Background: an optimization exercise with open tools, aiming at small area, a short achievable clock period and few clock cycles. Do not read the settings as production practice. Only simulation tests tie the RTL to the original design; equivalence was not proved. Power and IR drop assume default switching activity.

Setup of v5:
==> module prog_mem, before the edit <==
module prog_mem (
    input  logic        clk,
    input  logic        load_en,
    input  logic [5:0]  load_addr,
    input  logic [15:0] load_data,
    input  logic [5:0]  rd_t,
    input  logic [5:0]  rd_x,
    input  logic [5:0]  rd_s,
    input  logic        rd_ct_jmp,  
    input  logic        rd_ct_z,    
    input  logic        rd_ct_c,
    input  logic        rd_z,
    input  logic        rd_c,
    input  logic        rd_fold,
    output logic [15:0] rd_word,
    output logic [3:0]  nx_op,
    output logic [1:0]  nx_d,
    output logic [7:0]  nx_imm
);
    logic [63:0][15:0] words;
    logic [63:0][15:0] rd_words;
    logic [63:0]       row, row_nx, row_t, row_n;
    logic              pend_q;
    logic [5:0]        pend_addr_q;
    logic [15:0]       pend_data_q;
    logic              byp0_q, byp1_q;
    always_ff @(posedge clk) begin
        pend_q      <= load_en;
        pend_addr_q <= load_addr;
        pend_data_q <= load_data;
        byp0_q      <= load_en && (load_addr == 6'd0);
        byp1_q      <= load_en && (load_addr == 6'd1);
    end
    always_ff @(posedge clk) begin
        for (int i = 0; i < 64; i++) begin
            if (pend_q && pend_addr_q == 6'(i)) words[i] <= pend_data_q;
        end
    end
    always_comb begin
        rd_words    = words;
        rd_words[0] = byp0_q ? pend_data_q : words[0];
        rd_words[1] = byp1_q ? pend_data_q : words[1];
    end
    prog_mem_dec u_dec (
        .t    (rd_t),
        .x    (rd_x),
        .s    (rd_s),
        .fold (rd_fold),
        .row_t (row_t),
        .row_n (row_n)
    );
    prog_mem_rsel u_rsel_nx (
        .ct_jmp (rd_ct_jmp),
        .ct_z   (rd_ct_z),
        .ct_c   (rd_ct_c),
        .z      (rd_z),
        .c      (rd_c),
        .row_t  ({row_t[62:0], row_t[63]}),
        .row_n  ({row_n[62:0], row_n[63]}),
        .row    (row_nx)
    );
    prog_mem_rsel u_rsel (
        .ct_jmp (rd_ct_jmp),
        .ct_z   (rd_ct_z),
        .ct_c   (rd_ct_c),
        .z      (rd_z),
        .c      (rd_c),
        .row_t (row_t),
        .row_n (row_n),
        .row   (row)
    );
    prog_mem_read u_read (
        .row       (row),
        .row_nx    (row_nx),
        .words     (rd_words),
        .rd_word   (rd_word),
        .nx_op     (nx_op),
        .nx_d      (nx_d),
        .nx_imm    (nx_imm)
    );
endmodule
export LEC_CHECK = 0
export CAP_MARGIN = 20
export CORE_MARGIN = 2
export CORE_UTILIZATION = 40
export PLACE_DENSITY = 0.75
export SLEW_MARGIN = 60
export SYNTH_HIERARCHICAL = 1
export TNS_END_PERCENT = 100
create_clock -name core_clock -period 10.0 [get_ports {clk}]
standard.sh (not shown) runs the stock make flow with config.mk's settings and CLKGATE_MAP_FILE= SYNTH_SCRIPT=/design/flow/synth_recipe.tcl, a recipe that flattens the netlist after the stock synthesis.
==> flow/flow/run.sh <==
#!/bin/bash
# Layout flow: the standard ORFS layout (standard.sh, standard synthesis
# unchanged) with these changes in how the layout is made:
#  - clock tree sinks are clustered into larger groups and no dummy loads
#    are inserted, for a smaller clock tree;
set -euo pipefail
cd "$(dirname "$0")/.."
bash standard.sh \
    SETUP_SLACK_MARGIN=6.3 \
    "BUFFER_PORTS_ARGS=-buffer_cell sky130_fd_sc_hd__buf_4" \
    "CTS_ARGS=-sink_clustering_enable -repair_clock_nets -sink_clustering_size 20 -sink_clustering_max_diameter 80 -dont_use_dummy_load" \
    finish > flow_make.log 2>&1
Testbench counts of v5, summed over its fixed seeds: cycles 9,777.
> inputs changed (v5 -> v6)
--- a/flow/design.v
+++ b/flow/design.v
@@ -189,20 +189,11 @@
         .s    (rd_s),
         .fold (rd_fold),
         .row_t (row_t),
         .row_n (row_n)
     );
-    prog_mem_rsel u_rsel_nx (
-        .ct_jmp (rd_ct_jmp),
-        .ct_z   (rd_ct_z),
-        .ct_c   (rd_ct_c),
-        .z      (rd_z),
-        .c      (rd_c),
-        .row_t  ({row_t[62:0], row_t[63]}),
-        .row_n  ({row_n[62:0], row_n[63]}),
-        .row    (row_nx)
-    );
+    assign row_nx = {row[62:0], row[63]};
     prog_mem_rsel u_rsel (
         .ct_jmp (rd_ct_jmp),
         .ct_z   (rd_ct_z),
         .ct_c   (rd_ct_c),
         .z      (rd_z),
Status: layout buffering overhead excluding clock cells parity (v5, v6). NOTE: combinational power in v6 exceeds that of v5. Going from v5 to v6, sum of met3 wire segment lengths after detailed routing grows by 6100 um. v6 — worst voltage drop across the vdd grid 0.034 mV higher, v5 as reference. Compared to v5, v6 shows a narrower setup margin. Compared with v5, v6 shows a non-clock buffer count that is 10% higher. Post-synthesis instance area in v6 is 930 sq um below v5. Going from v5 to v6, top fanout value on the critical path lower; net switching power increased about 1.3%.
Testbench counts of v6, summed over its fixed seeds: cycles 9,777.

## static timing again, ports no longer ideal
How much do the figures lean on ideal ports? The routed layouts below were timed once more, with nothing changed but the port constraints.
Step 1 assumes that a clkbuf_16 drives the clock port and a buf_2 every other input.
Step 2 adds t to the input delays and takes it off the output delays; t is the mean of the earliest and latest rising clock arrival at the registers after step 1. Input paths then give back, and output paths get back, about the clock's delay inside the block.
Three values: no drivers, after step 1, after step 2; two values: the first two.
| run | shift t [ns] | setup slack, ns | worst slew at a driven data input, ns |
|---|---|---|---|
| v5 | 0.725 | 6.253 / 6.253 / 6.123 | 0.06 |
| v6 | 0.738 | 6.021 / 6.021 / 6.021 | 0.06 |
After both steps setup and hold are still met in every run listed. For v5, which loses most, drivers alone change the setup slack by 0.000 ns; drivers and shift together by -0.130 ns.
